This is an optimization exercise on Yosys and OpenROAD, whose aim is small area, not a production implementation. In this exercise RTL edits were held to simulation tests only and were not proved equivalent to the original. Power and IR drop assume default switching activity.

## the previous run
// t2mi_pps_top
module t2mi_pps_top #(
    parameter int ticks_per_second = 100_000
) (
    input  logic        clk_100mhz,
    input  logic        rst_n_sync,
    input  logic        t2mi_valid,
    input  logic [7:0]  t2mi_data,
    input  logic        t2mi_sync,
    input  logic        ext_pps_in,
    input  logic [26:0] cable_delay,
    input  logic [26:0] antenna_delay,
    output logic        pps_out,
    output logic [39:0] time_seconds,
    output logic [26:0] time_subseconds,
    output logic        time_valid,
    output logic        sync_locked,
    output logic        ext_pps_locked,
    output logic [1:0]  active_source,
    output logic [7:0]  parser_error_count,
    output logic        led_sync,
    output logic        led_pps,
    output logic        led_error,
    output logic        led_ext_pps
);
clock: 10.0 ns
lec_check: 0
cap_margin: 20
core_margin: 2
core_utilization: 40
cts_buf_list: sky130_fd_sc_hd__clkbuf_8
cts_cluster_size: 50
slew_margin: 20
standard.sh (not shown) runs the stock make flow with config.mk's settings and CLKGATE_MAP_FILE= SYNTH_SCRIPT=/design/flow/synth_recipe.tcl, a recipe that flattens the netlist after the stock synthesis.
==> flow/flow/run.sh <==
#!/bin/bash
# Own layout flow:
#   1. the standard synthesis (standard.sh), unchanged;
#   2. its combinational logic re-mapped by ABC for area (the flip-flops, their
#      names and cell types are kept exactly as the standard synthesis made them);
#   3. the standard layout of that netlist, with the smallest buffer on ports.
# Each tool's full output goes to a log file in the work folder.
set -euo pipefail
W=$(pwd)
R=$W/orfs/results/$FLOW_PLATFORM/t2mi_pps_top/base
YOSYS=$FLOW_HOME/../tools/install/yosys/bin/yosys
command -v yosys >/dev/null 2>&1 && YOSYS=$(command -v yosys)
LIB=$FLOW_HOME/platforms/$FLOW_PLATFORM/lib/sky130_fd_sc_hd__tt_025C_1v80.lib

bash standard.sh synth > flow_synth.log 2>&1
cp $R/1_2_yosys.v $W/std_synth.v

DU=$(sed -n '/DONT_USE_CELLS/,/^$/p' $FLOW_HOME/platforms/$FLOW_PLATFORM/config.mk \
     | grep -o 'sky130_fd_sc_hd__[a-z0-9_]*' | sed 's/^/-dont_use /' | tr '\n' ' ')
sed -e "s|@LIB@|$LIB|g" -e "s|@DU@|$DU|g" -e "s|@IN@|$W/std_synth.v|g" \
    -e "s|@OUT@|$W/remap_synth.v|g" -e "s|@ABC@|$W/flow/area.abc|g" \
    -e "s|@TOP@|$FLOW_TOP|g" flow/remap.ys > remap.ys
$YOSYS -l flow_remap.log -q remap.ys > /dev/null 2>&1

cp $W/remap_synth.v $R/1_2_yosys.v
touch $R/1_2_yosys.v
rm -f $R/1_synth.odb $R/1_synth.sdc

export BUFFER_PORTS_ARGS="-buffer_cell sky130_fd_sc_hd__buf_1"
export SKIP_REPAIR_TIE_FANOUT=1
export CTS_ARGS="-sink_clustering_enable -repair_clock_nets -sink_clustering_size 50 -buf_list sky130_fd_sc_hd__clkbuf_8 -dont_use_dummy_load"
bash standard.sh finish > flow_layout.log 2>&1
==> flow/flow/area.abc <==
strash
balance
rewrite
refactor
balance
rewrite
rewrite -z
balance
refactor -z
rewrite -z
balance
dch -f
amap
topo
==> flow/flow/remap.ys <==
# Re-map the standard synthesis's combinational logic for area.
read_liberty -ignore_miss_func -ignore_miss_dir @LIB@
read_verilog @IN@
hierarchy -top @TOP@
# flip-flops and tie cells stay as they are
setattr -mod -set keep_hierarchy 1 sky130_fd_sc_hd__df* sky130_fd_sc_hd__edf* sky130_fd_sc_hd__conb_1
flatten
opt_clean
abc -liberty @LIB@ @DU@ -script @ABC@
opt_clean -purge
hilomap -singleton -hicell sky130_fd_sc_hd__conb_1 HI -locell sky130_fd_sc_hd__conb_1 LO
splitnets
opt_clean -purge
blackbox sky130_fd_sc_hd__*
tee -o @OUT@.stat stat -liberty @LIB@
write_verilog -noattr -nohex -nodec @OUT@
Inputs modified between the previous run and the current run:
--- a/flow/design.v
+++ b/flow/design.v
@@ -135,94 +135,102 @@
     end
     localparam logic [SW-1:0] T1 = SW'(TPS);
     localparam logic [SW-1:0] T2 = SW'(2 * TPS);
     logic [TW-1:0] tsub;
     logic          t2mi_pps;
     logic          sub_lt;
     always_comb begin
         sub_lt = 1'b0;    
         for (int i = 0; i < TW; i++)
             sub_lt = T1[i] ? (!st_sub[i] || sub_lt) : (!st_sub[i] && sub_lt);
     end
     wire stamp_ok = sv && st_hi_ok && sub_lt;
-    wire [TW-1:0] add_x = stamp_ok ? st_sub : tsub;
-    wire [TW-1:0] add_y = stamp_ok ? cable_delay[TW-1:0] : '0;
-    wire [TW-1:0] add_z = stamp_ok ? antenna_delay[TW-1:0] : '0;
-    wire          add_c = !stamp_ok && time_valid;
     logic [SW-1:0] sum;
     logic [TW:0]   cs_c;    
     logic [TW-1:0] cs_s;
     logic [SW:0]   rc;
     always_comb begin
         cs_c[0] = 1'b0;
         for (int i = 0; i < TW; i++) begin
-            cs_s[i]   = add_x[i] ^ add_y[i] ^ add_z[i];
-            cs_c[i+1] = (add_x[i] & add_y[i]) | (add_x[i] & add_z[i]) | (add_y[i] & add_z[i]);
+            cs_s[i]   = st_sub[i] ^ cable_delay[i] ^ antenna_delay[i];
+            cs_c[i+1] = (st_sub[i] & cable_delay[i]) | (st_sub[i] & antenna_delay[i]) |
+                        (cable_delay[i] & antenna_delay[i]);
         end
-        rc[0] = add_c;
+        rc[0] = 1'b0;
         for (int i = 0; i < SW; i++) begin
             logic a, b;
             a = (i < TW) ? cs_s[i] : 1'b0;
             b = (i <= TW) ? cs_c[i] : 1'b0;
             sum[i]  = a ^ b ^ rc[i];
             rc[i+1] = (a & b) | (a & rc[i]) | (b & rc[i]);
         end
     end
     logic [SW-1:0] d1, d2;
     logic          b1, b2;
     always_comb begin
         b1 = 1'b0;
         b2 = 1'b0;
         for (int i = 0; i < SW; i++) begin
             d1[i] = sum[i] ^ T1[i] ^ b1;
             d2[i] = sum[i] ^ T2[i] ^ b2;
             b1 = T1[i] ? (!sum[i] || b1) : (!sum[i] && b1);
             b2 = T2[i] ? (!sum[i] || b2) : (!sum[i] && b2);
         end
     end
     wire          ge1    = !b1;
     wire          ge2    = !b2;
-    wire [TW-1:0] tsub_next = ge2 ? d2[TW-1:0] : ge1 ? d1[TW-1:0] : sum[TW-1:0];
+    wire [TW-1:0] load_t = ge2 ? d2[TW-1:0] : ge1 ? d1[TW-1:0] : sum[TW-1:0];
+    wire [1:0]    load_c = {ge2, ge1 && !ge2};
+    wire          wrap   = (tsub == TW'(TPS - 1));    
     wire [39:0] sec_base = stamp_ok ? st_sec : time_seconds;
-    wire [1:0]  sec_inc  = {ge2, ge1 && !ge2};
+    wire [1:0]  sec_inc  = stamp_ok ? load_c : {1'b0, wrap};
     logic [39:0] sec_next;
     logic [40:0] sec_cy;
     logic        c2;
     logic [4:0]  blk_cin;
     always_comb begin
         sec_next[0] = sec_base[0] ^ sec_inc[0];
         sec_cy[1]   = sec_base[0] & sec_inc[0];
         sec_next[1] = sec_base[1] ^ sec_inc[1] ^ sec_cy[1];
         c2          = (sec_base[1] & sec_inc[1]) | (sec_base[1] & sec_cy[1]) | (sec_inc[1] & sec_cy[1]);
         blk_cin[0]  = c2;
         for (int k = 1; k < 5; k++)
             blk_cin[k] = blk_cin[k-1] & (&sec_base[8*k-6 +: 8]);
         sec_cy = '0;
         for (int i = 2; i < 40; i++) begin
             if ((i - 2) % 8 == 0) sec_cy[i] = blk_cin[(i - 2) / 8];
             sec_next[i]  = sec_base[i] ^ sec_cy[i];
             sec_cy[i+1]  = sec_base[i] & sec_cy[i];
         end
     end
+    logic [TW-1:0] tsub_inc;
+    logic [TW:0]   tsub_cy;
+    always_comb begin
+        tsub_cy[0] = time_valid;
+        for (int i = 0; i < TW; i++) begin
+            tsub_inc[i]  = tsub[i] ^ tsub_cy[i];
+            tsub_cy[i+1] = tsub[i] & tsub_cy[i];
+        end
+    end
     always_ff @(posedge clk_100mhz or negedge rst_n_sync) begin
         if (!rst_n_sync) begin
             time_seconds <= '0;
             tsub         <= '0;
             time_valid   <= 1'b0;
             t2mi_pps     <= 1'b0;
         end else begin
             time_seconds <= sec_next;
-            tsub         <= tsub_next;
+            tsub         <= stamp_ok ? load_t : wrap ? '0 : tsub_inc;
             time_valid   <= time_valid || stamp_ok;
-            t2mi_pps     <= !stamp_ok && ge1;    
+            t2mi_pps     <= !stamp_ok && wrap;
         end
     end
     assign time_subseconds = 27'(tsub);
     localparam int LO = TPS - 16;
     localparam int HI = TPS + 16;
     logic          s1, s2, s3, ext_pulse;
     logic          have_ref, good_once;
     localparam logic [16:0] L_SEED = 17'h00001;   
     localparam logic [16:0] L_LOM1 = 17'h13887;   
     localparam logic [16:0] L_HI   = 17'h08cac;   
     localparam logic [16:0] L_OVER = 17'h11958;   
     logic [16:0] lfsr;
Results
- The current run: full flow OK, the timing, design-rule and antenna checks passed
- Critical path depth, the current run and the previous run: lower on the current run
- Of the current run and the previous run, the current run shows the higher highest ir drop seen on vdd, with the previous run below it.
- Delta(clock network fraction of design power, the current run - the previous run) > 0
- In the current run, the global-route usage came out 0.99 points above the value in the previous run.
- Between the current run and the previous run, the final cell area excluding filler cells is higher for the current run.
- | initial cell density of the core | the current run vs the previous run | ≈ equal |
- Gate count after technology mapping was higher in the current run than in the previous run.
- From the previous run to the current run the numbers moved as follows: full die area shows an increase of about 4%, worst setup slack climbed 0.11 ns.
- Count of inverters not on the clock network in the layout (lower): the previous run
- Relative to the previous run, the current run improves power after layout.
- Cmp the current run vs the previous run: non-clock buffer count higher in the current run

[port drivers added, routing unchanged]
No port has a modelled driver above. Below, the same layouts with a new extraction and two added sets of constraints. Step 1: set_driving_cell puts a clkbuf_16 on clk_100mhz and a buf_2 on each other input, an assumption about the parent block. Step 2 times the ports against the registers' clock, not the clock port: input delays grow and output delays shrink by t, the midpoint of the rising clock arrivals with the driver on. Three values: ideal ports, drivers, drivers and shift; two values: the first two.
run	shift t [ns]	setup slack, ns	hold slack, ns	worst setup path at the end	slew at the worst register clock pin (ns)
the previous run	0.475	0.930 / 0.941 / 0.466	0.352 / 0.352 / 0.352	input to register	0.10 / 0.10
the current run	0.470	1.035 / 1.050 / 0.580	0.358 / 0.358 / 0.358	input to register	0.09 / 0.09
After both steps every run listed still meets setup and hold. The setup slack of the previous run, which loses most, moves by +0.011 ns with the drivers and by -0.464 ns with both steps.
